This is an optimization exercise on Yosys and OpenROAD, whose aim is small area, not a production implementation. In this exercise RTL edits were held to simulation tests only and were not proved equivalent to the original. Power figures rest on the tool's default switching activity, not on a simulated workload.

`flow/design.v`:
```
package cpu_pkg;
    typedef logic signed [16-1:0] word_t;
    typedef logic [12-1:0] pc_t;
    typedef logic [16-1:0] instr_t;
    typedef logic [4-1:0] reg_addr_t;
    typedef logic [12-1:0] data_addr_t;
    typedef enum logic [2:0] {
        st_fetch,
        st_fetch_wait,
        st_execute,
        st_mem,
        st_mem_wait,
        st_halt
    } ctrl_state_t;
endpackage
`timescale 1ns/10ps
module cpu_top (
    input  logic                clk,
    input  logic                rst_n,
    output logic                fetch_req,
    output cpu_pkg::pc_t        fetch_addr,
    input  logic                fetch_valid,
    input  cpu_pkg::instr_t     fetch_instr,
    output logic                mem_rd_req,
    output logic                mem_wr_req,
    output cpu_pkg::data_addr_t mem_addr,
    output cpu_pkg::word_t      mem_wdata,
    input  logic                mem_rvalid,
    input  cpu_pkg::word_t      mem_rdata,
    input  logic                mem_wack,
    output logic                retire,
    output logic                halted
);
    localparam logic [2:0] S_CLR  = 3'd0;    
    localparam logic [2:0] S_F    = 3'd1;    
    localparam logic [2:0] S_FW   = 3'd2;    
    localparam logic [2:0] S_E1   = 3'd3;    
    localparam logic [2:0] S_E2   = 3'd4;    
    localparam logic [2:0] S_W    = 3'd5;    
    localparam logic [2:0] S_LW   = 3'd6;    
    localparam logic [2:0] S_HALT = 3'd7;
    logic [3:0] ph;
    logic [2:0] state;
    logic [2:0] state_next;
    logic       dpend;        
    logic       ir_ok;        
    logic       ir_rdy;       
    logic [15:0] ir;
    logic ph0, ph15;
    assign ph0  = (ph == 4'd0);
    assign ph15 = (ph == 4'd15);
    always_ff @(posedge clk or negedge rst_n) begin
        if (!rst_n) ph <= 4'd0;
        else        ph <= ph + 4'd1;
    end
    logic is_jmp, is_beq, is_mem, is_load, is_store, is_alu, is_sub, is_mul, is_slt;
    assign is_jmp   = ir[15] && !ir[13];
    assign is_beq   = ir[15] && ir[13];
    assign is_mem   = !ir[15] && ir[14];
    assign is_load  = is_mem && ir[13];
    assign is_store = is_mem && !ir[13];
    assign is_alu   = !ir[15] && !ir[14];
    assign is_sub   = (ir[13] == ir[0]);
    assign is_mul   = ir[13] && !ir[0];
    assign is_slt   = ir[13] && ir[0];
    logic in_clr, in_f, in_fw, in_e1, in_e2, in_w, in_lw, in_halt;
    assign in_clr  = (state == S_CLR);
    assign in_f    = (state == S_F);
    assign in_fw   = (state == S_FW);
    assign in_e1   = (state == S_E1);
    assign in_e2   = (state == S_E2);
    assign in_w    = (state == S_W);
    assign in_lw   = (state == S_LW);
    assign in_halt = (state == S_HALT);
    logic [15:0] rb0;         
    logic        rs_bit, rt_bit;
    logic        we_any;
    logic        wbit;
    logic [3:0]  wsel;
    assign rs_bit = rb0[ir[12:9]];
    assign rt_bit = rb0[ir[8:5]];
    assign wsel   = ir[14] ? ir[8:5] : ir[4:1];
    for (genvar r = 0; r < 16; r++) begin : g_ring
        logic        we_r;
        logic [15:0] q;
        assign we_r   = in_clr || (we_any && (wsel == 4'(r)));
        assign rb0[r] = q[0];
        always_ff @(posedge clk) begin
            q <= {(we_r ? wbit : q[0]), q[15:1]};
        end
    end
    logic [15:0] pcq;
    logic        pc_we;
    logic        pc_wbit;
    logic        pc_bit;
    assign pc_bit     = pcq[0];
    assign fetch_addr = pcq[11:0];
    always_ff @(posedge clk) begin
        pcq <= {(pc_we ? pc_wbit : pcq[0]), pcq[15:1]};
    end
    logic imm_bit;
    logic jt_bit;
    logic [15:0] jvec;
    assign imm_bit = ph[3] || ph[2] ? ir[4] : ir[ph[1:0]];
    assign jvec    = {ir[12:9], ir[12:1]};
    assign jt_bit  = jvec[ph];
    logic c;
    logic add_a, add_b, cin0, cin, sum, cout;
    assign add_a = (in_f || in_e2) ? pc_bit : rs_bit;
    assign add_b = in_f ? 1'b0 : ((in_e2 || is_mem) ? imm_bit : (rt_bit ^ is_sub));
    assign cin0  = in_f || (is_alu && is_sub && !in_e2);
    assign cin   = ph0 ? cin0 : c;
    assign sum   = add_a ^ add_b ^ cin;
    assign cout  = (add_a & add_b) | (add_a & cin) | (add_b & cin);
    always_ff @(posedge clk) begin
        c <= cout;
    end
    logic flag;
    logic eqbit;
    logic lt;
    assign eqbit = (rs_bit == rt_bit);
    assign lt    = (rs_bit != rt_bit) ? rs_bit : sum;
    always_ff @(posedge clk) begin
        if (in_e1) flag <= is_beq ? ((ph0 || flag) && eqbit) : lt;
    end
    logic [15:0] tq;
    logic        tshift;
    assign tshift = !(in_e2 || in_lw || (in_e1 && is_load));
    always_ff @(posedge clk) begin
        if (mem_rvalid)  tq <= mem_rdata;
        else if (tshift) tq <= {rt_bit, tq[15:1]};
    end
    assign mem_wdata = {tq[4:0], tq[15:5]};
    logic [14:0] acc;
    logic [14:0] mp;
    logic        mb;
    assign mb = rs_bit && in_e2;
    assign mp = acc + (mb ? tq[14:0] : 15'd0);
    always_ff @(posedge clk) begin
        acc <= {((in_e1 && is_mem) ? sum : (mb && tq[15])), mp[14:1]};
    end
    assign mem_addr = {sum, acc[14:4]};
    assign we_any = (in_e1 && is_alu && !ir[13])
                 || (in_e2 && is_alu)
                 || in_w;
    assign wbit   = in_clr ? 1'b0
                  : in_w   ? tq[0]
                  : in_e2  ? (ir[0] ? (ph0 && flag) : mp[0])
                  : sum;
    assign pc_we   = in_clr || in_f || (in_e1 && is_jmp) || (in_e2 && is_beq);
    assign pc_wbit = in_clr ? 1'b0 : (in_e1 ? jt_bit : sum);
    logic go;
    assign go = ir_rdy && !(is_mem && dpend);
    always_comb begin
        state_next = state;
        case (state)
            S_CLR:  if (ph15) state_next = S_F;
            S_F: begin
                if (ph0 && pcq[11]) state_next = S_HALT;
                else if (ph15)      state_next = go ? S_E1 : S_FW;
            end
            S_FW:   if (ph15 && go) state_next = S_E1;
            S_E1: begin
                if (ph15) begin
                    if (is_load)                              state_next = (dpend && !mem_rvalid) ? S_LW : S_W;
                    else if (is_alu && ir[13])                state_next = S_E2;
                    else if (is_beq && flag && eqbit)         state_next = S_E2;
                    else                                      state_next = S_F;
                end
            end
            S_E2:   if (ph15) state_next = S_F;
            S_W:    if (ph15) state_next = S_F;
            S_LW:   if (ph15 && (!dpend || mem_rvalid)) state_next = S_W;
            default: state_next = S_HALT;
        endcase
    end
    always_ff @(posedge clk or negedge rst_n) begin
        if (!rst_n) begin
            state   <= S_CLR;
            dpend   <= 1'b0;
        end else begin
            state <= state_next;
            if (mem_rd_req || mem_wr_req)       dpend <= 1'b1;
            else if (mem_rvalid || mem_wack)    dpend <= 1'b0;
        end
    end
    always_ff @(posedge clk) begin
        if (fetch_valid) ir <= fetch_instr;
        if (fetch_req)        ir_ok <= 1'b0;
        else if (fetch_valid) ir_ok <= 1'b1;
        if (ph == 4'd10)      ir_rdy <= ir_ok;
    end
    assign fetch_req  = in_f && ph0 && !pcq[11];
    assign mem_rd_req = in_e1 && is_load && (ph == 4'd11);
    assign mem_wr_req = in_e1 && is_store && (ph == 4'd11);
    assign retire     = ph15 && (in_e1 || in_e2 || in_w) && (state_next == S_F);
    assign halted     = in_halt && !dpend;
endmodule
```
`flow/flow/run.sh`:
```
#!/bin/bash
# Standard ORFS layout, with plain buf_1 port buffers and a lighter clock tree
# (small clock buffers, no CTS dummy loads).
set -euo pipefail
export BUFFER_PORTS_ARGS="-buffer_cell sky130_fd_sc_hd__buf_1"
export CTS_ARGS="-sink_clustering_enable -repair_clock_nets -dont_use_dummy_load -buf_list sky130_fd_sc_hd__clkbuf_4 -sink_clustering_size 12 -sink_clustering_max_diameter 35"
bash standard.sh > flow.log 2>&1
```
`flow/standard.sh`:
```
#!/bin/bash
# synth_recipe.tcl (not shown) runs the flow's synth.tcl, then flattens the netlist and writes it again
# the make line also repeats each setting of config.mk as NAME=value (left out here)
make -C /OpenROAD-flow-scripts/flow DESIGN_CONFIG=/design/flow/config.mk WORK_HOME=/design/flow/orfs CLKGATE_MAP_FILE= SYNTH_SCRIPT=/design/flow/synth_recipe.tcl "${@:-finish}"
```
`flow/config.mk`:
```
export PLATFORM = sky130hd
export DESIGN_NAME = cpu_top
export DESIGN_NICKNAME = cpu_top
export VERILOG_FILES = /design/flow/design.v
export SDC_FILE = /design/flow/constraint.sdc
export NUM_CORES = 4
export LEC_CHECK = 0
export CAP_MARGIN = 20
export CORE_MARGIN = 2
export CORE_UTILIZATION = 70
export PLACE_DENSITY = 0.9
export SLEW_MARGIN = 20
```
`flow/constraint.sdc`:
```
create_clock -name core_clock -period 10.0 [get_ports {clk}]
set_input_delay 2.0000 -clock core_clock [delete_from_list [all_inputs] [get_ports {clk}]]
set_output_delay 2.0000 -clock core_clock [all_outputs]
set_load 0.01 [all_outputs]
```
==> impl_metrics.tcl, run 1 <==
set metrics [dict create \
    cp_max_fo 20 \
    grt_antenna_before_repair 1 \
    min_from "g_ring[5].q[3]" \
    clk_pin_slew_ps 110 \
    cap_violations 0 \
    crit_required_ps 8000 \
    regArea_sq_um 7007 \
    synth_cell_types 69 \
    final_max_slew_viol_count 0 \
    yosys.area.top_type_share_pct 59.74 \
    fillCellCount 854 \
    dr.pass1.iters 5 \
    clock_latency_ps 630 \
    grt_pass1_vias 5381 \
    rows 42 \
    fp.dieH_um 121.6 \
    timing.final.ws_setup_ps 4450 \
    synth_edf_count 34 \
    slew_headroom_pct 36.30 \
    final_cell_mix "dfxtp_1, buf_1, clkbuf_4" \
    synth-async-reset-ratio_pct 2.417 \
    fin_crit_sh_pct 55.50 \
    endpoint_kind "primary output" \
    hold_buffers 0 \
    ys_warn_count 1 \
    worstSetupStartpoint "ir[11]" \
    track_usage_pct 23.83 \
    cts_tree "done" \
    yosys_register_bits 331 \
    power_per_cell_area_nw_per_um2 245.0 \
    grt_max_degree 22 \
    nets 825 \
    drtIter0Drc 514 \
    dp_hpwl_mm 11.70 \
    viasPerCell 5.647 \
    synth_top_area_cell "dfxtp_1" \
    syn_nets 753 \
    ys_top_cells_by_area "dfxtp_1, edfxtp_1, mux2_2" \
    worst_r2r_startpoint "ir[11]" \
    core_sq_um 13400 \
    hold_path_end "g_ring[5].q[2]" \
    ys.flop_type "dfxtp_1" \
    setup-tns-final_ps 0 \
    setup_violations 0 \
    fin_skew_ps 80.89 \
    status "timing/DRC/antenna clean" \
    hold_viol 0 \
    leakagePower_nw 4.157 \
    cts_setup_buffers 0 \
    grt_overflow 0 \
    yosysSeqAreaShare_pct 72.35 \
    initial_core_util_pct 72.27 \
    min_period_ps 5550 \
    worstMarginPinSlew_ps 955.6 \
    wl_mm 16.90 \
    r2r_slack_ps 5970 \
    cts-resized-gates 0 \
    vdd.ir_drop.worst_mv 0.1530 \
    clock_path_buffers 3 \
    multiInputGateArea_sq_um 2354 \
    netlist_instances 697 \
    arrival_ps 3550 \
    finalNonFillerCells 944 \
    drive_gt1_share_pct 10.30 \
    portBuffers 81 \
    grt_pass1_wl_mm 26.94 \
    cp-start-kind "register" \
    hold_depth 0 \
    dieArea_sq_um 14790 \
    cts_made_buffers 37 \
    worst_r2r_endpoint "acc[11]" \
    syn_area_sq_um 9684 \
    io_pins 82 \
    rr_worst_depth 12 \
    worst-setup-path-type "register to primary output" \
    max_freq_ghz 0.1802 \
    gp_congestion 0.8945 \
    rsz0062_at_grt "no" \
    hold_path.class "register to register" \
    clock-sinks 331 \
    pre_cts_slack_ps 4513 \
    syn_to_final_growth_pct 5.439 \
    avgSynthCellArea_sq_um 13.89 \
    place_inst 906 \
    drc 0 \
    layout_commonest_cell "dfxtp_1" \
    routedWlPerCell_um 17.90 \
    h-tree-depth 2 \
    postRouteAntennaNets 0 \
    root_buffer "clkbuf_4" \
    die_x_um 121.6 \
    num_vias 5331 \
    p_total_mw 2.502 \
]
[report_power, final]
group	total [mW]	internal (mW)	switching, mW
logic	0.332	0.125	0.208
clock network	0.536	0.172	0.364
registers	1.63	1.53	0.0994
total	2.50	1.83	0.672
[per-layer routing]
layer / routed length, um / global-route usage [%]
met1: 7438 / 31.50
met5: 0 / 0
met4: 487 / 9.842
met3: 954 / 4.822
met2: 8022 / 38.94
[layout make-up]
type                    instances  area share, %
clock buffers                  37          2.720
diodes                          1        0.02451
multi-input cells             306          23.05
repair buffers                 81          2.990
well taps                     176          2.157
flip-flops and latches        331          68.62
inverters                      12         0.4411
[through the flow]
| stage | hold WS [ps] | util [%] | cell area [sq um] |
|---|---|---|---|
| floorplan | 309.6 | - | 9684 |
| global route | 302.9 | 76.20 | 10210 |
| global placement | 309.6 | 74.10 | 9930 |
| finish | 304.4 | 76.20 | 10210 |
| CTS | 292.4 | 76.17 | 10210 |
| detailed placement | 312.1 | 74.10 | 9930 |
[Yosys cell counts, types with 8 or more instances]
cell,instances
clkbuf_1,20
dfrtp_1,8
and3_1,14
ha_1,17
nand2_1,32
a31oi_1,8
dfxtp_1,289
o31ai_1,8
a21oi_1,27
inv_1,12
buf_4,24
mux2_2,23
mux4_2,8
o21ai_0,21
edfxtp_1,34
nor2_1,32
[worst max path at each step]
stage          slack, ps           end  cells after the start
2_1_floorplan       5180        retire                      5
3_3_place_gp        4580        retire                      6
3_5_place_dp        4510        retire                      6
4_1_cts             4390  mem_addr[11]                      5
5_1_grt             4270  mem_addr[11]                      5
6_report            4450  mem_addr[11]                      5
[flip-flops by register name, indices dropped and copies added, names as in the netlist, 3 cells and up]
signal,count
g_ring.q,256
acc,15
tq,16
state,3
pcq,16
ph,4
ir,16
[critical path, stage by stage (launching register included)]
cell	delay [ps]
edfxtp_1	460
mux4_1	580
mux4_2	680
mux2_2	350
fa_1	650
buf_1	190
[cells by family after synthesis]
kind of cell / after synthesis / share of synthesized area, %
multiplexers: 43 / 6.615
AND/OR/NAND/NOR: 124 / 6.615
adder cells (fa/ha/maj): 19 / 2.610
flip-flops: 331 / 72.35
buffers and inverters: 60 / 3.346
AO/OA/AOI/OAI: 105 / 7.029
XOR/XNOR: 15 / 1.434
==> run 2, diff against run 1 <==
--- a/flow/design.v
+++ b/flow/design.v
@@ -135,7 +135,14 @@
     logic [14:0] mp;
     logic        mb;
     assign mb = rs_bit && in_e2;
-    assign mp = acc + (mb ? tq[14:0] : 15'd0);
+    logic [15:0] mc;
+    assign mc[0] = 1'b0;
+    for (genvar i = 0; i < 15; i++) begin : g_madd
+        logic pp;
+        assign pp      = mb && tq[i];
+        assign mp[i]   = acc[i] ^ pp ^ mc[i];
+        assign mc[i+1] = (acc[i] && pp) || (mc[i] && (acc[i] ^ pp));
+    end
     always_ff @(posedge clk) begin
         acc <= {((in_e1 && is_mem) ? sum : (mb && tq[15])), mp[14:1]};
     end
==> flow/flow/run.sh (replaced) <==
#!/bin/bash
# Standard ORFS layout, with plain buf_1 port buffers and a lighter clock tree
# (small clock buffers, no CTS dummy loads).
set -euo pipefail
export BUFFER_PORTS_ARGS="-buffer_cell sky130_fd_sc_hd__buf_1"
export CTS_ARGS="-sink_clustering_enable -repair_clock_nets -dont_use_dummy_load -buf_list sky130_fd_sc_hd__clkbuf_4 -sink_clustering_size 10 -sink_clustering_max_diameter 40"
bash standard.sh > flow.log 2>&1
--- a/flow/config.mk
+++ b/flow/config.mk
@@ -7,6 +7,6 @@
 export LEC_CHECK = 0
 export CAP_MARGIN = 20
 export CORE_MARGIN = 2
-export CORE_UTILIZATION = 70
-export PLACE_DENSITY = 0.9
+export CORE_UTILIZATION = 60
+export PLACE_DENSITY = 0.8
 export SLEW_MARGIN = 20
==> run 2 against run 1 <==
Compared with the run above: count of clock-buffer cells in the layout is 3 higher; combinational power is 15% lower; final area is 3.4% lower; sequential share of layout area is 2.4 points higher; highest routed layer unchanged; clock skew is 10 ps higher; clock power is 3% higher; largest power group unchanged; final cell count is 6.9% lower; total power is 6.8% lower; synthesized cell count is 13% lower.
==> impl_metrics.tcl, run 2 <==
set metrics [dict create \
    status "timing/DRC/antenna clean" \
    min_period_ps 7401 \
    grt_pass1_vias 4660 \
    drtIter0Drc 360 \
    worstMarginPinSlew_ps 1063 \
    ys_top_cells_by_area "dfxtp_1, edfxtp_1, fa_1" \
    portBuffers 81 \
    hold_buffers 0 \
    timing.final.ws_setup_ps 2599 \
    avgSynthCellArea_sq_um 15.25 \
    yosys.area.top_type_share_pct 62.41 \
    worst-setup-path-type "register to register" \
    postRouteAntennaNets 0 \
    ys_warn_count 1 \
    synth-async-reset-ratio_pct 2.417 \
    top_layer_used "met4" \
    final_cell_mix "dfxtp_1, buf_1, clkbuf_4" \
    synth_top_area_cell "dfxtp_1" \
    syn_nets 663 \
    cp_top_family "adder cells" \
    hold_path.class "register to register" \
    grt_antenna_before_repair 1 \
    dieArea_sq_um 16460 \
    io_pins 82 \
    cts_tree "done" \
    rsz0062_at_grt "no" \
    met1Wirelength_mm 6.627 \
    clock_path_buffers 3 \
    finalNonFillerCells 879 \
    yosys_register_bits 331 \
    track_usage_pct 18.46 \
    syn_to_final_growth_pct 6.384 \
    setup-tns-final_ps 0 \
    core_sq_um 15150 \
    routedWlPerCell_um 16.43 \
    nets 746 \
    leakagePower_nw 3.865 \
    max_stage_delay_ps 530 \
    die_x_um 128.3 \
    pre_cts_slack_ps 2578 \
    clock_latency_ps 640 \
    p_total_mw 2.331 \
    synth_common_cells "dfxtp_1, edfxtp_1, buf_4" \
    cp_max_fo 16 \
    crit_required_ps 10470 \
    final_max_slew_viol_count 0 \
    path_cells "mux4_2 -> a22oi_1 -> a21oi_2 -> and2_1 -> ha_1 -> inv_1 -> fa_1 -> inv_1 -> fa_1 -> fa_1 -> fa_1 -> fa_1 -> fa_1 -> fa_1 -> fa_1 -> fa_1 -> fa_1 -> fa_1 -> fa_1 -> fa_1 -> xor2_1 -> xnor2_1" \
    wl_mm 14.44 \
    cap_violations 0 \
    gp_congestion 0.9503 \
    critical_path_buf_inv_count 2 \
    h-tree-depth 2 \
    cp_slowest_cell "mux4_2" \
    largest_register "g_ring.q" \
    rows 45 \
    synth_cell_types 53 \
    fin_skew_ps 91.13 \
    dr.pass1.iters 5 \
    place_inst 837 \
    cts_setup_buffers 0 \
    arrival_ps 7870 \
    hold_viol 0 \
    drive_gt1_share_pct 11.03 \
    vdd.ir_drop.worst_mv 0.1402 \
    dr_wl_met3_um 972 \
    fp.dieH_um 128.3 \
    grt_max_degree 21 \
    ys.flop_type "dfxtp_1" \
    largest_reg_flops 256 \
    setup_violations 0 \
    crit_top_cell "fa_1" \
    root_buffer "clkbuf_4" \
    cts_made_buffers 40 \
    fillCellCount 1083 \
    dp_hpwl_mm 9.814 \
    finalHoldWorstSlack_ps 277.8 \
    synth_edf_count 34 \
    grt_pass1_wl_mm 23.43 \
    dr_wl_met2_mm 6.511 \
    clock-sinks 331 \
    netlist_instances 608 \
    clk_pin_slew_ps 100 \
    power_per_cell_area_nw_per_um2 236.3 \
    endpoint_kind "register" \
    cts-resized-gates 0 \
    slew_headroom_pct 29.11 \
    syn_area_sq_um 9270 \
    max_freq_ghz 0.1351 \
    fin_crit_sh_pct 74.01 \
    grt_overflow 0 \
    drc 0 \
    num_vias 4632 \
    viasPerCell 5.270 \
    synth.most_common_cell "dfxtp_1" \
    yosysSeqAreaShare_pct 75.58 \
    initial_core_util_pct 61.21 \
    layout_commonest_cell "dfxtp_1" \
    cp-start-kind "register" \
]
## run 2: final cells by class
| cell class | count | area (sq um) | share of cell area [%] |
|---|---|---|---|
| flip-flops and latches | 331 | 7007 | 71.05 |
| multi-input cells | 225 | 1962 | 19.89 |
| repair buffers | 82 | 311.5 | 3.159 |
| clock buffers | 40 | 300.3 | 3.045 |
| well taps | 188 | 235.2 | 2.385 |
| inverters | 11 | 41.29 | 0.4187 |
| diodes | 2 | 5.005 | 0.05075 |
## run 2: cell families after synthesis
logic type                 synth area share, %
AOI/OAI and AO/OA                        5.574
xor gates and xnor gates                0.6614
adders and majority gates                3.685
buffers and inverters                    3.293
DFF                                      75.58
muxes                                    5.831
and+or+nand+nor                          5.372
## run 2: path summary, 6_finish.rpt
kind / startpoint / endpoint / slack [ps] / cells after the start
max in group asynchronous: rst_n / state[0] / 8370 / 1
min in group asynchronous: rst_n / ph[1] / 1280 / 1
hold reg to reg: g_ring[2].q[2] / g_ring[2].q[1] / 280 / 0
setup reg to reg: ir[9] / acc[13] / 2600 / 22
hold / removal: g_ring[2].q[2] / g_ring[2].q[1] / 280 / 0
setup / recovery: ir[9] / acc[13] / 2600 / 22
## run 2: metrics by stage
stage          util [%]  instance area [sq um]
6_report          65.11                   9862
3_5_place_dp      63.07                   9553
4_1_cts           65.06                   9853
3_3_place_gp      63.02                   9545
2_1_floorplan         -                   9270
5_1_grt           65.11                   9862
## run 2: layer usage
metal,GRT usage (%),up-vias
li1,-,2227
met5,0,-
met3,4.674,30
met2,28.72,174
met4,7.434,0
met1,25.16,2201
## run 2: power by group
group / internal, mW / switching, mW
clock: 0.185 / 0.365
sequential: 1.44 / 0.0614
combinational: 0.107 / 0.175
total: 1.73 / 0.602
==> run 3, diff against run 2 <==
--- a/flow/design.v
+++ b/flow/design.v
@@ -125,10 +125,12 @@
     end
     logic [15:0] tq;
     logic        tshift;
-    assign tshift = !(in_e2 || in_lw || (in_e1 && is_load));
-    always_ff @(posedge clk) begin
-        if (mem_rvalid)  tq <= mem_rdata;
-        else if (tshift) tq <= {rt_bit, tq[15:1]};
+    logic        tin;
+    assign tshift = !(in_e2 || in_lw || (in_e1 && is_load && ph[3] && ph[2]));
+    assign tin    = rt_bit && !is_load;
+    always_ff @(posedge clk) begin
+        if (mem_rvalid || tshift)
+            tq <= {tin, tq[15:1]} | ({16{mem_rvalid}} & mem_rdata);
     end
     assign mem_wdata = {tq[4:0], tq[15:5]};
     logic [14:0] acc;
==> run 3 against run 2 <==
Compared with the run above: final cell count rose by 0.91%; first-iteration DRC count down 8.9%; routed wire length is 11% higher; clock skew is 2.7 ps lower; still clean; critical path depth up 2; critical endpoint unchanged; synthesized area fell by 0.63%; non-clock buffer count grew 3.
==> impl_metrics.tcl, run 3 <==
set metrics [dict create \
    ys_top_cells_by_area "dfxtp_1, edfxtp_1, fa_1" \
    vdd.ir_drop.worst_mv 0.1413 \
    dpl-instance-area_sq_um 9508 \
    max_freq_ghz 0.1308 \
    grt_overflow 0 \
    initial_core_util_pct 61.04 \
    synth_top_area_cell "dfxtp_1" \
    drtIter0Drc 328 \
    design_area_sq_um 9837 \
    wl_mm 16.03 \
    crit_top_cell "fa_1" \
    hold_path.class "register to register" \
    regArea_sq_um 7007 \
    status "timing/DRC/antenna clean" \
    leakagePower_nw 3.902 \
    syn_nets 666 \
    num_vias 4779 \
    yosysSeqAreaShare_pct 76.07 \
    drc 0 \
    nets 754 \
    routedWlPerCell_um 18.07 \
    grt_pass1_wl_mm 25.76 \
    largest_reg_flops 256 \
    p_total_mw 2.339 \
    cp_max_fo 16 \
    yosys.area.top_type_share_pct 62.81 \
    hold_buffers 0 \
    seqPwrFrac_pct 63.4 \
    synth_edf_count 34 \
    die_x_um 127.9 \
    grt_max_degree 21 \
    setup_violations 0 \
    yosys_register_bits 331 \
    cts-resized-gates 0 \
    comb_power_share_pct 12.3 \
    multiInputGateArea_sq_um 1894 \
    path_cells "mux4_1 -> mux2_2 -> mux2i_4 -> nor3_1 -> buf_4 -> and2_1 -> ha_1 -> inv_1 -> fa_1 -> inv_1 -> fa_1 -> fa_1 -> fa_1 -> fa_1 -> fa_1 -> fa_1 -> fa_1 -> fa_1 -> fa_1 -> fa_1 -> fa_1 -> fa_1 -> xor2_1 -> xnor2_1" \
    final_cell_mix "dfxtp_1, buf_1, clkbuf_4" \
    grt_antenna_before_repair 2 \
    clock_path_buffers 3 \
    power.net_switching_uw 622.3 \
    ys.flop_type "dfxtp_1" \
    final_max_slew_viol_count 0 \
    arrival_ps 8140 \
    dr.pass1.iters 5 \
    drive_gt1_share_pct 8.608 \
    rsz0062_at_grt "no" \
    syn_to_final_growth_pct 6.792 \
    synth.most_common_cell "dfxtp_1" \
    slew_headroom_pct 44.34 \
    max_stage_delay_ps 590 \
    dieArea_sq_um 16360 \
    place_inst 842 \
    io_pins 82 \
    clock_latency_ps 630 \
    netlist_instances 611 \
    met1Wirelength_mm 6.759 \
    viasPerCell 5.388 \
    largest_register "g_ring.q" \
    finalNonFillerCells 887 \
    fin_crit_sh_pct 76.48 \
    portBuffers 81 \
    root_buffer "clkbuf_4" \
    clk_pin_slew_ps 100 \
    power_per_cell_area_nw_per_um2 237.8 \
    min_period_ps 7648 \
    cts_tree "done" \
    dp_hpwl_mm 10.96 \
    fp.dieH_um 127.9 \
    h-tree-depth 2 \
    synth-async-reset-ratio_pct 2.417 \
    fin_skew_ps 88.42 \
    worst-setup-path-type "register to register" \
    crit_required_ps 10500 \
    syn_area_sq_um 9211 \
    sw_frac_of_total_pct 26.61 \
    clock-sinks 331 \
    worstMarginPinSlew_ps 833.0 \
    cp_slowest_cell "mux4_1" \
    dr_wl_met3_mm 1.006 \
    gp_congestion 0.8913 \
    avgSynthCellArea_sq_um 15.08 \
    ys_warn_count 1 \
    postRouteAntennaNets 0 \
    dr_wl_met2_mm 7.689 \
    endpoint_kind "register" \
    layout_commonest_cell "dfxtp_1" \
    fillCellCount 1121 \
    cts_setup_buffers 0 \
    cts_made_buffers 43 \
    core_sq_um 15090 \
    synth_cell_types 52 \
    cp-start-kind "register" \
    pwr-share-clk_pct 24.3 \
    synth_common_cells "dfxtp_1, edfxtp_1, nand2_1" \
    grt_pass1_vias 4972 \
    track_usage_pct 20.63 \
    top_layer_used "met5" \
    setup-tns-final_ps 0 \
    cap_violations 0 \
    hold_viol 0 \
    p_int_mw 1.717 \
    rows 45 \
]
## run 3: path summary, 6_finish.rpt
path / startpoint / depth (start not counted) / slack [ps] / end
worst max register to register: ir[9] / 24 / 2350 / acc[13]
worst min register to register: pcq[1] / 0 / 300 / pcq[0]
worst max-delay path: ir[9] / 24 / 2350 / acc[13]
worst min-delay path: pcq[1] / 0 / 300 / pcq[0]
min in group asynchronous: rst_n / 1 / 1300 / ph[0]
max in group asynchronous: rst_n / 1 / 8280 / state[0]
## run 3: worst max-delay path: cells and delay by family, from the launching register on
| kind | cells | cell delay [ps] |
|---|---|---|
| xor gates and xnor gates | 2 | 310 |
| and+or+nand+nor | 2 | 250 |
| buffers and inverters | 3 | 320 |
| muxes | 3 | 1120 |
| adders and majority gates | 14 | 5010 |
| DFF | 1 | 490 |
## run 3: cell families after synthesis
group	Yosys count	share of synthesized area [%]
flops	331	76.07
simple gates	92	5.325
compound gates	88	6.479
buf+inv	52	3.369
mux	22	4.401
fa+ha+maj	19	3.695
xor+xnor	7	0.6656
## run 3: per-layer routing
layer | global-route usage [%] | vias to the layer above
met3 | 5.175 | 53
met1 | 26.02 | 2307
met4 | 10.21 | 2
li1 | - | 2237
met2 | 33.47 | 180
met5 | 0 | -
## run 3: area by class of cell
| cell class | count | share of cell area, % |
|---|---|---|
| diodes | 2 | 0.05088 |
| clock buffers | 43 | 3.282 |
| inverters | 10 | 0.3816 |
| multi-input cells | 228 | 19.26 |
| flip-flops and latches | 331 | 71.23 |
| well taps | 188 | 2.391 |
| repair buffers | 85 | 3.409 |
## run 3: power by group through the flow
stage               Sequential (mW)  Clock [mW]  Combinational, mW
CTS                            1.48       0.597              0.286
global placement               1.51           0              0.286
floorplan                      1.48           0              0.236
global route                   1.49       0.644              0.319
detailed placement             1.51           0              0.285
finish                         1.48       0.569              0.287
## run 3: through the flow
step | utilization, % | setup slack (ps) | hold WS [ps]
after CTS | 65.15 | 2305 | 304.6
after floorplan | - | 2744 | 309.6
after detailed placement | 63.01 | 2355 | 312.1
after global routing | 65.19 | 2040 | 296.3
final | 65.19 | 2352 | 303.5
after global placement | 63.01 | 2551 | 309.9
==> run 4, diff against run 3 <==
==> flow/flow/run.sh (replaced) <==
#!/bin/bash
# Standard ORFS layout, with plain buf_1 port buffers and a lighter clock tree
# (small clock buffers, no CTS dummy loads).
set -euo pipefail
export BUFFER_PORTS_ARGS="-buffer_cell sky130_fd_sc_hd__buf_1"
export CTS_ARGS="-sink_clustering_enable -repair_clock_nets -dont_use_dummy_load -buf_list sky130_fd_sc_hd__clkbuf_4 -sink_clustering_size 11 -sink_clustering_max_diameter 40"
bash standard.sh > flow.log 2>&1
==> run 4 against run 3 <==
Compared with the run above: routed wire length fell by 0.25%; core utilization fell by 0.12 points; clock skew rose by 22 ps; die area did not move; worst setup slack improved by 4.8 ps; largest cell class unchanged; critical path depth did not move; synthesized area did not move; via count fell by 1.4%; largest power group unchanged.
==> impl_metrics.tcl, run 4 <==
set metrics [dict create \
    multiInputGateArea_sq_um 1894 \
    clk_pin_slew_ps 110 \
    fin_crit_sh_pct 76.43 \
    netlist_instances 611 \
    avgSynthCellArea_sq_um 15.08 \
    clock_path_buffers 3 \
    wl_mm 15.99 \
    dieArea_sq_um 16360 \
    synth_common_cells "dfxtp_1, edfxtp_1, nand2_1" \
    ys_top_cells_by_area "dfxtp_1, edfxtp_1, fa_1" \
    hold_viol 0 \
    rows 45 \
    ys.flop_type "dfxtp_1" \
    design_area_sq_um 9819 \
    cts_tree "done" \
    regArea_sq_um 7007 \
    h-tree-depth 2 \
    drive_gt1_share_pct 8.345 \
    clock-sinks 331 \
    min_period_ps 7643 \
    cp_max_fo 16 \
    worst-setup-path-type "register to register" \
    cap_violations 0 \
    dpl-instance-area_sq_um 9508 \
    fin_skew_ps 110.6 \
    syn_to_final_growth_pct 6.601 \
    power_per_cell_area_nw_per_um2 236.9 \
    ys_warn_count 1 \
    fp.dieH_um 127.9 \
    cp-start-kind "register" \
    grt_max_degree 21 \
    syn_area_sq_um 9211 \
    grtUsageMet2_pct 33.34 \
    fillCellCount 1113 \
    place_inst 842 \
    dp_hpwl_mm 10.96 \
    core_sq_um 15090 \
    cts-resized-gates 0 \
    finalNonFillerCells 884 \
    p_total_mw 2.326 \
    largest_reg_flops 256 \
    viasPerCell 5.330 \
    die_x_um 127.9 \
    io_pins 82 \
    drc 0 \
    synth-async-reset-ratio_pct 2.417 \
    drtIter0Drc 266 \
    leakagePower_nw 3.893 \
    grt_antenna_before_repair 1 \
    hold_buffers 0 \
    yosys.area.top_type_share_pct 62.81 \
    hold_path.class "register to register" \
    layout_commonest_cell "dfxtp_1" \
    dr.pass1.iters 4 \
    portBuffers 81 \
    syn_nets 666 \
    synth_edf_count 34 \
    rsz0062_at_grt "no" \
    slew_headroom_pct 45.74 \
    setup_violations 0 \
    arrival_ps 8150 \
    final_cell_mix "dfxtp_1, buf_1, clkbuf_4" \
    yosys_register_bits 331 \
    setup-tns-final_ps 0 \
    endpoint_kind "register" \
    grt_use_met1_pct 26.15 \
    top_usage_layer "met2" \
    worstMarginPinSlew_ps 812.1 \
    num_vias 4712 \
    synth_cell_types 52 \
    final_max_slew_viol_count 0 \
    cts_made_buffers 41 \
    yosysSeqAreaShare_pct 76.07 \
    grt_pass1_wl_mm 25.65 \
    synth_top_area_cell "dfxtp_1" \
    track_usage_pct 20.49 \
    nets 752 \
    grt_pass1_vias 4942 \
    grt_overflow 0 \
    max_freq_ghz 0.1308 \
    routedWlPerCell_um 18.08 \
    cts_setup_buffers 0 \
    largest_register "g_ring.q" \
    root_buffer "clkbuf_4" \
    vdd.ir_drop.worst_mv 0.1479 \
    fin_util_pct 65.07 \
    crit_required_ps 10500 \
    postRouteAntennaNets 0 \
    gr-usage-met3_pct 4.758 \
    clock_latency_ps 650 \
    initial_core_util_pct 61.04 \
    status "timing/DRC/antenna clean" \
    synth.most_common_cell "dfxtp_1" \
    gp_congestion 0.8913 \
]
==> run 4: cell counts after synthesis <==
No cell type changed its count.
==> run 4: cell families (layout without fill, tap and decap cells) <==
| family | Yosys count | count (layout) | share of synthesized area, % |
|---|---|---|---|
| DFF | 331 | 331 | 76.07 |
| and+or+nand+nor | 92 | 92 | 5.325 |
| AOI/OAI and AO/OA | 88 | 88 | 6.479 |
| buffers and inverters | 52 | 136 | 3.369 |
| muxes | 22 | 22 | 4.401 |
| adders and majority gates | 19 | 19 | 3.695 |
| xor gates and xnor gates | 7 | 7 | 0.6656 |
| other | 0 | 1 | 0 |
==> run 4: layout make-up <==
type	instances	share of cell area (%)
inverters	10	0.3823
diodes	1	0.02548
repair buffers	85	3.415
clock buffers	41	3.135
flip-flops and latches	331	71.36
multi-input cells	228	19.29
well taps	188	2.396
==> run 4: metrics by stage <==
| stage | setup WS (ps) | hold WS, ps |
|---|---|---|
| CTS | 2339 | 300.6 |
| global placement | 2551 | 309.9 |
| floorplan | 2744 | 309.6 |
| detailed placement | 2355 | 312.1 |
| global route | 2060 | 302.8 |
| finish | 2357 | 290.3 |
==> run 4: routing by layer <==
metal,share of wire [%],vias to the layer above
li1,-,2229
met1,43,2274
met5,0,-
met3,6.1,51
met4,3.6,0
met2,48,158
==> run 4: worst max-delay path, stage by stage, from the launching register on <==
cell and delay (ps):
edfxtp_1 500, mux4_1 590, mux2_2 310, mux2i_4 240
nor3_1 90, buf_4 200, and2_1 170, ha_1 170
inv_1 70, fa_1 180, inv_1 50, fa_1 370
fa_1 400, fa_1 390, fa_1 380, fa_1 390
fa_1 400, fa_1 390, fa_1 390, fa_1 390
fa_1 390, fa_1 400, fa_1 390, xor2_1 180
xnor2_1 130
==> run 4: final timing paths <==
| kind | start | to | slack [ps] | cells after the start |
|---|---|---|---|---|
| min reg2reg | g_ring[5].q[1] | g_ring[5].q[0] | 290 | 0 |
| min | g_ring[5].q[1] | g_ring[5].q[0] | 290 | 0 |
| min in group asynchronous | rst_n | state[2] | 1320 | 1 |
| max in group asynchronous | rst_n | state[0] | 8280 | 1 |
| max | ir[9] | acc[13] | 2360 | 24 |
| max reg2reg | ir[9] | acc[13] | 2360 | 24 |
==> run 4: where the power goes <==
group / internal [mW] / leakage, nW / total [mW] / switching (mW)
registers: 1.42 / 2.75 / 1.48 / 0.0609
clock network: 0.189 / 0.189 / 0.558 / 0.369
logic: 0.0975 / 0.951 / 0.286 / 0.188
==> run 5, diff against run 4 <==
==> flow/flow/run.sh (replaced) <==
#!/bin/bash
# Standard ORFS layout, with plain buf_1 port buffers and a lighter clock tree
# (small clock buffers, no CTS dummy loads).
set -euo pipefail
export BUFFER_PORTS_ARGS="-buffer_cell sky130_fd_sc_hd__buf_1"
export CTS_ARGS="-sink_clustering_enable -repair_clock_nets -dont_use_dummy_load -buf_list sky130_fd_sc_hd__clkbuf_4 -sink_clustering_size 12 -sink_clustering_max_diameter 30"
bash standard.sh > flow.log 2>&1
--- a/flow/config.mk
+++ b/flow/config.mk
@@ -7,6 +7,6 @@
 export LEC_CHECK = 0
 export CAP_MARGIN = 20
 export CORE_MARGIN = 2
-export CORE_UTILIZATION = 60
-export PLACE_DENSITY = 0.8
+export CORE_UTILIZATION = 75
+export PLACE_DENSITY = 0.92
 export SLEW_MARGIN = 20
==> run 5 against run 4 <==
Compared with the run above: still clean; final area shrank 0.78%; worst setup slack got worse by 150 ps; maximum frequency fell by 1.9%; die area is 19% lower; total power increased by 0.24%; synthesized cell count unchanged; critical path depth unchanged; sequential power hardly changed; critical endpoint unchanged.
==> impl_metrics.tcl, run 5 <==
set metrics [dict create \
    hold_viol 0 \
    netlist_instances 611 \
    cts-resized-gates 0 \
    clock-sinks 331 \
    largest_reg_flops 256 \
    dr.pass1.iters 5 \
    sw_frac_of_total_pct 27.11 \
    die_x_um 114.8 \
    largest_register "g_ring.q" \
    place_inst 800 \
    layout_commonest_cell "dfxtp_1" \
    grt_pass1_wl_mm 27.49 \
    portBuffers 81 \
    endpoint_kind "register" \
    hold_path.class "register to register" \
    gp_congestion 0.9095 \
    min_period_ps 7793 \
    finalNonFillerCells 839 \
    finalHoldWorstSlack_ps 290.4 \
    wl_mm 17.84 \
    avgSynthCellArea_sq_um 15.08 \
    setup-tns-final_ps 0 \
    yosys_register_bits 331 \
    synth_cell_types 52 \
    comb_power_share_pct 12.8 \
    synth.most_common_cell "dfxtp_1" \
    viasPerCell 5.890 \
    dpl-instance-area_sq_um 9449 \
    hold_buffers 0 \
    status "timing/DRC/antenna clean" \
    postRouteAntennaNets 0 \
    crit_required_ps 10440 \
    fin_crit_sh_pct 77.93 \
    grt_pass1_vias 5157 \
    routedWlPerCell_um 21.27 \
    yosysSeqAreaShare_pct 76.07 \
    drc 0 \
    synth_edf_count 34 \
    p_int_mw 1.700 \
    drive_gt1_share_pct 7.948 \
    ys_warn_count 1 \
    num_vias 4942 \
    pwr-share-clk_pct 23.5 \
    root_buffer "clkbuf_4" \
    seqPwrFrac_pct 63.7 \
    arrival_ps 8230 \
    syn_to_final_growth_pct 5.773 \
    ys_top_cells_by_area "dfxtp_1, edfxtp_1, fa_1" \
    yosys.area.top_type_share_pct 62.81 \
    diodes 0 \
    track_usage_pct 28.17 \
    synth-async-reset-ratio_pct 2.417 \
    grt_max_degree 21 \
    cp-start-kind "register" \
    slew_headroom_pct 41.85 \
    p_total_mw 2.332 \
    final_max_slew_viol_count 0 \
    clock_path_buffers 3 \
    max_freq_ghz 0.1283 \
    power_per_cell_area_nw_per_um2 239.3 \
    cts_setup_buffers 0 \
    core_sq_um 12010 \
    initial_core_util_pct 76.69 \
    worstMarginPinSlew_ps 864.9 \
    cts_made_buffers 39 \
    rsz0062_at_grt "no" \
    io_pins 82 \
    rows 40 \
    cap_violations 0 \
    cp_max_fo 16 \
    power.net_switching_uw 632.1 \
    syn_nets 666 \
    syn_area_sq_um 9211 \
    dieArea_sq_um 13180 \
    leakagePower_nw 3.879 \
    setup_violations 0 \
    worst-setup-path-type "register to register" \
    grt_overflow 0 \
    dp_hpwl_mm 12.21 \
    final_cell_mix "dfxtp_1, buf_1, clkbuf_4" \
    drtIter0Drc 459 \
    design_area_sq_um 9743 \
    vdd.ir_drop.worst_mv 0.1484 \
    clk_pin_slew_ps 110 \
    fp.dieH_um 114.8 \
    cts_tree "done" \
    grt_antenna_before_repair 0 \
    fin_skew_ps 128.0 \
    synth_top_area_cell "dfxtp_1" \
    h-tree-depth 2 \
    ys.flop_type "dfxtp_1" \
    nets 749 \
    clock_latency_ps 640 \
    synth_common_cells "dfxtp_1, edfxtp_1, nand2_1" \
]
[run 5: cell types whose count changed in the layout (fill, tap and decap cells not counted)]
cell,before,now
buf_4,4,3
clkbuf_4,41,39
diode_2,1,0
[run 5: path summary, 6_finish.rpt]
path / start / endpoint / slack (ps) / cells past startpoint
setup / recovery: ir[9] / acc[13] / 2210 / 24
setup reg to reg: ir[9] / acc[13] / 2210 / 24
hold reg to reg: g_ring[11].q[5] / g_ring[11].q[4] / 290 / 0
hold / removal: g_ring[11].q[5] / g_ring[11].q[4] / 290 / 0
max in group asynchronous: rst_n / state[2] / 8180 / 1
min in group asynchronous: rst_n / ph[1] / 1360 / 1
[run 5: per-layer routing]
metal  global-route usage (%)  vias to the layer above  wire length [um]
met5                        0                        -                 0
met4                    15.90                        0              1006
met3                    6.800                       87              1325
met2                    46.55                      277              8716
met1                    34.39                     2354              6795
li1                         -                     2224                 -
[run 5: layout make-up]
class / count / area [sq um]
clock buffers: 39 / 292.8
fillers: 630 / 2268
inverters: 10 / 37.54
flip-flops and latches: 331 / 7007
repair buffers: 84 / 327.8
well taps: 147 / 183.9
multi-input cells: 228 / 1894
[run 5: power by group through the flow]
stage / clock (mW) / sequential (mW) / combinational (mW)
5_1_grt: 0.605 / 1.49 / 0.327
2_1_floorplan: 0 / 1.48 / 0.236
3_5_place_dp: 0 / 1.51 / 0.292
3_3_place_gp: 0 / 1.51 / 0.286
6_report: 0.547 / 1.49 / 0.299
4_1_cts: 0.560 / 1.48 / 0.296
[run 5: logic make-up (layout without fill, tap and decap cells)]
family                     after synthesis  in the layout  share of synthesized area, %
DFF                                    331            331                         76.07
adders and majority gates               19             19                         3.695
xor gates and xnor gates                 7              7                        0.6656
muxes                                   22             22                         4.401
buffers and inverters                   52            133                         3.369
and+or+nand+nor                         92             92                         5.325
AOI/OAI and AO/OA                       88             88                         6.479
[run 5: critical path, cell delays in order, from the launching register on]
cell,delay [ps]
edfxtp_1,520
mux4_1,620
mux2_2,310
mux2i_4,220
nor3_1,90
buf_4,200
and2_1,170
ha_1,170
inv_1,70
fa_1,170
inv_1,50
fa_1,380
fa_1,390
fa_1,390
fa_1,390
fa_1,390
fa_1,390
fa_1,400
fa_1,400
fa_1,390
fa_1,410
fa_1,410
fa_1,390
xor2_1,180
xnor2_1,140
[run 5: stage by stage]
stage	setup WS (ps)	util (%)
after detailed placement	2297	78.67
after global routing	2045	81.11
after CTS	2228	81.10
final	2207	81.11
after floorplan	2744	-
after global placement	2549	78.67
==> run 6, diff against run 5 <==
==> flow/flow/run.sh (replaced) <==
#!/bin/bash
# Standard ORFS layout, with plain buf_1 port buffers and a lighter clock tree
# (small clock buffers, no CTS dummy loads).
set -euo pipefail
export BUFFER_PORTS_ARGS="-buffer_cell sky130_fd_sc_hd__buf_1"
export CTS_ARGS="-sink_clustering_enable -repair_clock_nets -dont_use_dummy_load -buf_list sky130_fd_sc_hd__clkbuf_4 -sink_clustering_size 14 -sink_clustering_max_diameter 25"
bash standard.sh > flow.log 2>&1
==> run 6 against run 5 <==
Compared with the run above: final area is 0.54% higher; final cell count grew 0.83%; maximum frequency rose by 0.57%; synthesized cell count did not move; critical path type unchanged; critical endpoint unchanged.
==> impl_metrics.tcl, run 6 <==
set metrics [dict create \
    hold_viol 0 \
    p_total_mw 2.368 \
    min_period_ps 7749 \
    largest_register "g_ring.q" \
    final_max_slew_viol_count 0 \
    postRouteAntennaNets 0 \
    diodes 0 \
    yosys.area.top_type_share_pct 62.81 \
    grt_pass1_vias 5071 \
    fin_crit_sh_pct 77.49 \
    io_pins 82 \
    synth_mux_area_share_pct 4.401 \
    syn_area_sq_um 9211 \
    hold_buffers 0 \
    vdd.ir_drop.worst_mv 0.1560 \
    rsz0062_at_grt "no" \
    design_area_sq_um 9796 \
    netlist_instances 611 \
    synth_edf_count 34 \
    cts-resized-gates 0 \
    endpoint_kind "register" \
    initial_core_util_pct 76.69 \
    final_cell_mix "dfxtp_1, buf_1, clkbuf_4" \
    ys.flop_type "dfxtp_1" \
    drive_gt1_share_pct 8.870 \
    synth_cell_types 52 \
    yosysSeqAreaShare_pct 76.07 \
    arrival_ps 8240 \
    max_freq_ghz 0.1290 \
    grt_pass1_wl_mm 26.92 \
    synth-async-reset-ratio_pct 2.417 \
    power_per_cell_area_nw_per_um2 241.7 \
    drc 0 \
    grt_max_degree 21 \
    cts_tree "done" \
    clk_pin_slew_ps 120 \
    drtIter0Drc 432 \
    core_sq_um 12010 \
    die_x_um 114.8 \
    cp-start-kind "register" \
    dr_wl_met3_mm 1.261 \
    root_buffer "clkbuf_4" \
    slew_headroom_pct 43.07 \
    routedWlPerCell_um 20.68 \
    clock-sinks 331 \
    syn_nets 666 \
    dr.pass1.iters 5 \
    track_usage_pct 27.85 \
    wl_mm 17.49 \
    top_layer_used "met4" \
    fin_skew_ps 106.3 \
    synth_common_cells "dfxtp_1, edfxtp_1, nand2_1" \
    dpl-instance-area_sq_um 9449 \
    place_inst 800 \
    clock_path_buffers 3 \
    layout_commonest_cell "dfxtp_1" \
    synth_adder_area_share_pct 3.695 \
    hold_path.class "register to register" \
    gp_congestion 0.9095 \
    setup_violations 0 \
    status "timing/DRC/antenna clean" \
    avgSynthCellArea_sq_um 15.08 \
    crit_required_ps 10490 \
    portBuffers 81 \
    synth.most_common_cell "dfxtp_1" \
    h-tree-depth 2 \
    setup-tns-final_ps 0 \
    rows 40 \
    worstMarginPinSlew_ps 854.0 \
    finalNonFillerCells 846 \
    ys_top_cells_by_area "dfxtp_1, edfxtp_1, fa_1" \
    clock_latency_ps 670 \
    met1Wirelength_mm 6.807 \
    grt_overflow 0 \
    synth-xor-area-share_pct 0.6656 \
    yosys_register_bits 331 \
    dr_wl_met2_mm 8.962 \
    largest_reg_flops 256 \
    cap_violations 0 \
    synth_top_area_cell "dfxtp_1" \
    leakagePower_nw 3.911 \
    dieArea_sq_um 13180 \
    cts_made_buffers 46 \
    nets 756 \
    viasPerCell 5.806 \
    num_vias 4912 \
    grt_antenna_before_repair 0 \
    ys_warn_count 1 \
    worst-setup-path-type "register to register" \
    cts_setup_buffers 0 \
    synth_compound_area_share_pct 6.479 \
    cp_max_fo 16 \
    syn_to_final_growth_pct 6.343 \
    fp.dieH_um 114.8 \
    dp_hpwl_mm 12.21 \
    synth-simple-area-share_pct 5.325 \
    synth_top_family_by_area "compound AO/OA/AOI/OAI gates" \
]
-- run 6: worst paths after layout --
| kind | startpoint | endpoint | depth (start not counted) | slack [ps] |
|---|---|---|---|---|
| worst max-delay path | ir[9] | acc[13] | 24 | 2250 |
| worst min-delay path | g_ring[5].q[9] | g_ring[5].q[8] | 0 | 280 |
| worst max register to register | ir[9] | acc[13] | 24 | 2250 |
| worst min register to register | g_ring[5].q[9] | g_ring[5].q[8] | 0 | 280 |
| max in group asynchronous | rst_n | state[0] | 1 | 8240 |
| min in group asynchronous | rst_n | state[1] | 1 | 1330 |
-- run 6: critical path, cell delays in order, from the launching register on --
cell	delay, ps
edfxtp_1	500
mux4_1	610
mux2_2	300
mux2i_4	220
nor3_1	90
buf_4	200
and2_1	170
ha_1	170
inv_1	70
fa_1	160
inv_1	60
fa_1	380
fa_1	390
fa_1	390
fa_1	380
fa_1	390
fa_1	390
fa_1	400
fa_1	400
fa_1	390
fa_1	410
fa_1	410
fa_1	390
xor2_1	180
xnor2_1	140
-- run 6: per-stage QoR --
stage                     worst slack (ps)  hold slack, ps  util (%)
after floorplan                       2744           309.6         -
after global placement                2549           310.1     78.67
after detailed placement              2297           312.1     78.67
after CTS                             2247           288.0     81.54
after global routing                  2030           286.8     81.55
final                                 2251           278.9     81.55
-- run 6: where the power goes --
group / internal, mW / switching [mW] / leakage (nW)
Clock: 0.212 / 0.373 / 0.212
Sequential: 1.42 / 0.0642 / 2.75
Combinational: 0.0974 / 0.201 / 0.947
-- run 6: cell families after synthesis --
group	after synthesis
multiplexers	22
AND/OR/NAND/NOR	92
flip-flops	331
adder cells (fa/ha/maj)	19
XOR/XNOR	7
AO/OA/AOI/OAI	88
buffers and inverters	52
-- run 6: layout make-up --
class                           count  area, sq um
Sequential cell                   331         7007
Fill cell                         629         2216
Multi-Input combinational cell    228         1894
Clock buffer                       46        345.3
Timing Repair Buffer               84        327.8
Tap cell                          147        183.9
Inverter                           10        37.54
-- run 6: metal layers --
layer,vias up,global-route usage (%)
met5,-,0
met2,235,47.02
li1,2242,-
met1,2392,34.29
met4,0,12.37
met3,43,7.169
==> run 7, diff against run 6 <==
==> flow/flow/run.sh (replaced) <==
#!/bin/bash
# Standard ORFS layout, with plain buf_1 port buffers and a lighter clock tree
# (small clock buffers, no CTS dummy loads).
set -euo pipefail
export BUFFER_PORTS_ARGS="-buffer_cell sky130_fd_sc_hd__buf_1"
export CTS_ARGS="-sink_clustering_enable -repair_clock_nets -dont_use_dummy_load -buf_list sky130_fd_sc_hd__clkbuf_4 -sink_clustering_size 13 -sink_clustering_max_diameter 30"
bash standard.sh > flow.log 2>&1
--- a/flow/config.mk
+++ b/flow/config.mk
@@ -7,6 +7,6 @@
 export LEC_CHECK = 0
 export CAP_MARGIN = 20
 export CORE_MARGIN = 2
-export CORE_UTILIZATION = 75
-export PLACE_DENSITY = 0.92
+export CORE_UTILIZATION = 70
+export PLACE_DENSITY = 0.9
 export SLEW_MARGIN = 20
==> run 7 against run 6 <==
Compared with the run above: still clean; worst hold slack got worse by 19 ps; non-clock buffer count increased by 2; first-iteration DRC count increased by 1.4%; final area about the same; worst setup slack improved by 92 ps; critical path depth unchanged; final cell count increased by 2.6%; clock skew decreased by 3.2 ps; sequential cell count unchanged; sequential power about the same; total power decreased by 1.3%; critical path type unchanged.
==> impl_metrics.tcl, run 7 <==
set metrics [dict create \
    clock-sinks 331 \
    power_per_cell_area_nw_per_um2 238.4 \
    synth.most_common_cell "dfxtp_1" \
    cp-start-kind "register" \
    synth_cell_types 52 \
    core_sq_um 12720 \
    routedWlPerCell_um 19.93 \
    postRouteAntennaNets 0 \
    min_period_ps 7657 \
    clock_path_buffers 3 \
    dieArea_sq_um 14090 \
    cp_top_family "adder cells" \
    setup-tns-final_ps 0 \
    dr.pass1.iters 5 \
    drc 0 \
    final_max_slew_viol_count 0 \
    worst-setup-path-type "register to register" \
    leakagePower_nw 3.895 \
    fillCellCount 761 \
    synth_top_area_cell "dfxtp_1" \
    viasPerCell 5.540 \
    max_freq_ghz 0.1306 \
    arrival_ps 8110 \
    avgSynthCellArea_sq_um 15.08 \
    synth_edf_count 34 \
    netlist_instances 611 \
    drive_gt1_share_pct 8.333 \
    endpoint_kind "register" \
    design_area_sq_um 9801 \
    cp_max_fo 16 \
    synth-async-reset-ratio_pct 2.417 \
    largest_reg_flops 256 \
    dpl-instance-area_sq_um 9493 \
    gp_congestion 0.8737 \
    cts_setup_buffers 0 \
    fin_crit_sh_pct 76.57 \
    yosys.area.top_type_share_pct 62.81 \
    rows 41 \
    cts_made_buffers 41 \
    rsz0062_at_grt "no" \
    portBuffers 81 \
    largest_register "g_ring.q" \
    ys_warn_count 1 \
    die_x_um 118.7 \
    fp.dieH_um 118.7 \
    grt_overflow 0 \
    io_pins 82 \
    hold_path.class "register to register" \
    hold_viol 0 \
    h-tree-depth 2 \
    cts-resized-gates 0 \
    diodes 0 \
    fin_skew_ps 103.1 \
    wl_mm 17.30 \
    critical_path_buf_inv_count 3 \
    clk_pin_slew_ps 110 \
    yosys_register_bits 331 \
    grt_antenna_before_repair 1 \
    crit_top_cell "fa_1" \
    cts_tree "done" \
    drtIter0Drc 438 \
    syn_to_final_growth_pct 6.398 \
    final_cell_mix "dfxtp_1, buf_1, clkbuf_4" \
    dp_hpwl_mm 11.92 \
    slew_headroom_pct 28.13 \
    num_vias 4809 \
    setup_violations 0 \
    clock_latency_ps 660 \
    nets 753 \
    grt_pass1_vias 5066 \
    crit_required_ps 10450 \
    synth_common_cells "dfxtp_1, edfxtp_1, nand2_1" \
    ys_top_cells_by_area "dfxtp_1, edfxtp_1, fa_1" \
    ys.flop_type "dfxtp_1" \
    path_cells "mux4_1 -> mux2_2 -> mux2i_4 -> nor3_1 -> buf_4 -> and2_1 -> ha_1 -> inv_1 -> fa_1 -> inv_1 -> fa_1 -> fa_1 -> fa_1 -> fa_1 -> fa_1 -> fa_1 -> fa_1 -> fa_1 -> fa_1 -> fa_1 -> fa_1 -> fa_1 -> xor2_1 -> xnor2_1" \
    cap_violations 0 \
    hold_buffers 0 \
    initial_core_util_pct 72.40 \
    track_usage_pct 25.39 \
    root_buffer "clkbuf_4" \
    cp_slowest_cell "mux4_1" \
    yosysSeqAreaShare_pct 76.07 \
    layout_commonest_cell "dfxtp_1" \
    syn_area_sq_um 9211 \
    max_stage_delay_ps 620 \
    grt_pass1_wl_mm 27.08 \
    worstMarginPinSlew_ps 1078 \
    status "timing/DRC/antenna clean" \
    vdd.ir_drop.worst_mv 0.1949 \
    grt_max_degree 21 \
    syn_nets 666 \
]
==> run 7: cell counts after synthesis <==
No cell type changed its count.
==> run 7: through the flow <==
stage | setup WS [ps] | utilization (%) | power [mW] | std cells | hold slack [ps]
after floorplan | 2744 | - | 1.717 | 611 | 309.6
after global placement | 2552 | 74.58 | 1.777 | 826 | 309.8
after detailed placement | 2345 | 74.62 | 1.796 | 827 | 312.1
after CTS | 2330 | 77.04 | 2.346 | 868 | 247.2
after global routing | 2033 | 77.04 | 2.432 | 868 | 238.1
final | 2343 | 77.04 | 2.337 | 868 | 260.1
==> run 7: final timing paths <==
path	endpoint	slack (ps)	from	cells after the start
min in group asynchronous	ph[0]	1300	rst_n	1
min reg2reg	g_ring[11].q[1]	260	g_ring[11].q[2]	0
min	g_ring[11].q[1]	260	g_ring[11].q[2]	0
max in group asynchronous	state[2]	8300	rst_n	1
max reg2reg	acc[13]	2340	ir[9]	24
max	acc[13]	2340	ir[9]	24
==> run 7: final cells by class <==
cell class / count / area (sq um) / share of cell area, %
sequential: 331 / 7007 / 71.49
multi-input combinational: 228 / 1894 / 19.33
timing repair buffer: 86 / 339.1 / 3.460
clock buffer: 41 / 307.8 / 3.141
tap: 172 / 215.2 / 2.196
inverter: 10 / 37.54 / 0.3830
==> run 7: routing by layer <==
| layer | vias to the layer above | track usage [%] | routed length (um) |
|---|---|---|---|
| met5 | - | 0 | 13 |
| met3 | 36 | 6.515 | 1222 |
| li1 | 2232 | - | - |
| met2 | 215 | 42.56 | 8708 |
| met4 | 2 | 11.09 | 439 |
| met1 | 2324 | 31.21 | 6911 |
==> run 7: kinds of logic after synthesis <==
family,Yosys count,share of synthesized area [%]
compound gates,88,6.479
mux,22,4.401
buf+inv,52,3.369
flops,331,76.07
simple gates,92,5.325
xor+xnor,7,0.6656
fa+ha+maj,19,3.695
==> run 7: power breakdown <==
group | switching [mW] | internal, mW
clock network | 0.374 | 0.189
logic | 0.195 | 0.0936
registers | 0.0631 | 1.42
==> run 8, diff against run 7 <==
==> flow/flow/run.sh (replaced) <==
#!/bin/bash
# Standard ORFS layout, with plain buf_1 port buffers and a lighter clock tree
# (small clock buffers, no CTS dummy loads).
set -euo pipefail
export BUFFER_PORTS_ARGS="-buffer_cell sky130_fd_sc_hd__buf_1"
export CTS_ARGS="-sink_clustering_enable -repair_clock_nets -dont_use_dummy_load -buf_list sky130_fd_sc_hd__clkbuf_4 -sink_clustering_size 12 -sink_clustering_max_diameter 40"
bash standard.sh > flow.log 2>&1
==> run 8 against run 7 <==
Compared with the run above: core utilization down 0.24 points; count of clock-buffer cells in the layout down 4; register-to-register slack about the same; combinational power about the same; critical path depth unchanged; sequential cell count unchanged.
==> impl_metrics.tcl, run 8 <==
set metrics [dict create \
    fin_skew_ps 98.44 \
    drc 0 \
    synth_cell_types 52 \
    synth_adder_area_share_pct 3.695 \
    cap_violations 0 \
    routedWlPerCell_um 20.03 \
    cp_max_fo 16 \
    setup-tns-final_ps 0 \
    ys_top_cells_by_area "dfxtp_1, edfxtp_1, fa_1" \
    yosys.area.top_type_share_pct 62.81 \
    synth.most_common_cell "dfxtp_1" \
    cts-resized-gates 0 \
    syn_area_sq_um 9211 \
    largest_register "g_ring.q" \
    leakagePower_nw 3.876 \
    setup_violations 0 \
    largest_reg_flops 256 \
    grt_pass1_wl_mm 27.40 \
    crit_required_ps 10480 \
    clock_latency_ps 650 \
    hold_viol 0 \
    critical_path_buf_inv_count 3 \
    nets 749 \
    viasPerCell 5.586 \
    max_freq_ghz 0.1304 \
    seqPwrFrac_pct 64.3 \
    synth-xor-area-share_pct 0.6656 \
    min_from "g_ring[12].q[8]" \
    dp_hpwl_mm 11.92 \
    ys.flop_type "dfxtp_1" \
    synth_common_cells "dfxtp_1, edfxtp_1, nand2_1" \
    postRouteAntennaNets 0 \
    worst-setup-path-type "register to register" \
    place_inst 827 \
    syn_to_final_growth_pct 6.072 \
    p_int_mw 1.687 \
    min_period_ps 7671 \
    yosysSeqAreaShare_pct 76.07 \
    cts_tree "done" \
    path_cells "mux4_1 -> mux2_2 -> mux2i_4 -> nor3_1 -> buf_4 -> and2_1 -> ha_1 -> inv_1 -> fa_1 -> inv_1 -> fa_1 -> fa_1 -> fa_1 -> fa_1 -> fa_1 -> fa_1 -> fa_1 -> fa_1 -> fa_1 -> fa_1 -> fa_1 -> fa_1 -> xor2_1 -> xnor2_1" \
    dr.pass1.iters 5 \
    gp_congestion 0.8737 \
    finalNonFillerCells 864 \
    final_cell_mix "dfxtp_1, buf_1, clkbuf_4" \
    synth-async-reset-ratio_pct 2.417 \
    syn_nets 666 \
    endpoint_kind "register" \
    ys_warn_count 1 \
    grt_antenna_before_repair 0 \
    fp.dieH_um 118.7 \
    rsz0062_at_grt "no" \
    fin_crit_sh_pct 76.71 \
    grt_overflow 0 \
    core_sq_um 12720 \
    crit_top_cell "fa_1" \
    io_pins 82 \
    rows 41 \
    grt_max_degree 21 \
    netlist_instances 611 \
    synth_compound_area_share_pct 6.479 \
    track_usage_pct 25.80 \
    drtIter0Drc 397 \
    vdd.ir_drop.worst_mv 0.1729 \
    cts_made_buffers 37 \
    cp-start-kind "register" \
    drive_gt1_share_pct 7.803 \
    clk_pin_slew_ps 110 \
    layout_commonest_cell "dfxtp_1" \
    clock-sinks 331 \
    initial_core_util_pct 72.40 \
    clock_path_buffers 3 \
    avgSynthCellArea_sq_um 15.08 \
    final_max_slew_viol_count 0 \
    grt_pass1_vias 5074 \
    diodes 0 \
    hold_path.class "register to register" \
    portBuffers 81 \
    synth_top_family_by_area "compound AO/OA/AOI/OAI gates" \
    power_per_cell_area_nw_per_um2 236.4 \
    power.net_switching_uw 622.7 \
    die_x_um 118.7 \
    finalHoldWorstSlack_ps 304.5 \
    status "timing/DRC/antenna clean" \
    worst_r2r_startpoint "ir[9]" \
    max_stage_delay_ps 630 \
    h-tree-depth 2 \
    wl_mm 17.30 \
    cts_setup_buffers 0 \
    sw_frac_of_total_pct 26.96 \
    yosys_register_bits 331 \
    arrival_ps 8150 \
    hold_buffers 0 \
    cp_top_family "adder cells" \
    cp_slowest_cell "mux4_1" \
    root_buffer "clkbuf_4" \
    synth_mux_area_share_pct 4.401 \
    dieArea_sq_um 14090 \
    worstSetupStartpoint "ir[9]" \
    slew_headroom_pct 27.57 \
    p_total_mw 2.309 \
    synth_edf_count 34 \
    synth_top_area_cell "dfxtp_1" \
    synth-simple-area-share_pct 5.325 \
    worstMarginPinSlew_ps 1086 \
    pwr-share-clk_pct 23.3 \
    num_vias 4826 \
    comb_power_share_pct 12.5 \
]
[run 8: metal layers]
layer	vias to the layer above	part of all wire [%]	track usage [%]	wire length (um)
li1	2226	-	-	-
met4	0	2.8	11.24	476
met2	206	51	43.71	8812
met1	2358	40	31.66	6875
met5	-	0	0	0
met3	36	6.6	6.081	1139
[run 8: final cells by class]
| class | count | area, sq um |
|---|---|---|
| sequential | 331 | 7007 |
| fill | 776 | 2952 |
| multi-input combinational | 228 | 1894 |
| timing repair buffer | 86 | 339.1 |
| clock buffer | 37 | 277.8 |
| tap | 172 | 215.2 |
| inverter | 10 | 37.54 |
[run 8: logic make-up (layout without fill, tap and decap cells)]
logic type / count (synthesis) / in the layout
flops: 331 / 331
simple gates: 92 / 92
compound gates: 88 / 88
buf+inv: 52 / 133
mux: 22 / 22
fa+ha+maj: 19 / 19
xor+xnor: 7 / 7
[run 8: power by group through the flow]
| stage | Clock [mW] | Sequential, mW | Combinational, mW |
|---|---|---|---|
| floorplan | 0 | 1.48 | 0.236 |
| global placement | 0 | 1.51 | 0.269 |
| detailed placement | 0 | 1.51 | 0.283 |
| CTS | 0.554 | 1.48 | 0.288 |
| global route | 0.603 | 1.49 | 0.313 |
| finish | 0.537 | 1.48 | 0.288 |
[run 8: worst paths after layout]
path	end	slack (ps)	cells after the start
min in group asynchronous	ph[0]	1300	1
max in group asynchronous	state[2]	8310	1
max reg2reg	acc[13]	2330	24
min	g_ring[12].q[7]	300	0
min reg2reg	g_ring[12].q[7]	300	0
max	acc[13]	2330	24
[run 8: stage by stage]
stage               area [sq um]  setup WS [ps]  util, %
finish                      9771           2329    76.80
global route                9771           2013    76.80
CTS                         9771           2335    76.80
detailed placement          9493           2345    74.62
global placement            9488           2552    74.58
floorplan                   9211           2744        -

-- what the ideal ports hide --
How much do the figures lean on ideal ports? The routed layouts below were timed once more, with nothing changed but the port constraints.
Step 1: set_driving_cell puts a clkbuf_16 on clk and a buf_2 on each other input, an assumption about the parent block.
Step 2 also shifts input and output timing later by t, the mid clock arrival at the registers, as if the neighbouring blocks saw the same clock.
Slacks: no drivers / after step 1 / after step 2; pairs: no drivers / after step 1.
run | t (ns) | setup slack, ns | worst setup path at the end | worst slew at a driven data input, ns
run 1 | 0.627 | 4.450 / 4.409 / 4.481 | input to output | 0.04
run 2 | 0.631 | 2.599 / 2.599 / 2.599 | register to register | 0.05
run 3 | 0.621 | 2.352 / 2.352 / 2.352 | register to register | 0.05
run 4 | 0.635 | 2.357 / 2.357 / 2.357 | register to register | 0.05
run 5 | 0.609 | 2.207 / 2.207 / 2.207 | register to register | 0.05
run 6 | 0.657 | 2.251 / 2.251 / 2.251 | register to register | 0.06
run 7 | 0.640 | 2.343 / 2.343 / 2.343 | register to register | 0.05
run 8 | 0.633 | 2.329 / 2.329 / 2.329 | register to register | 0.05
After both steps every run listed still meets setup and hold.
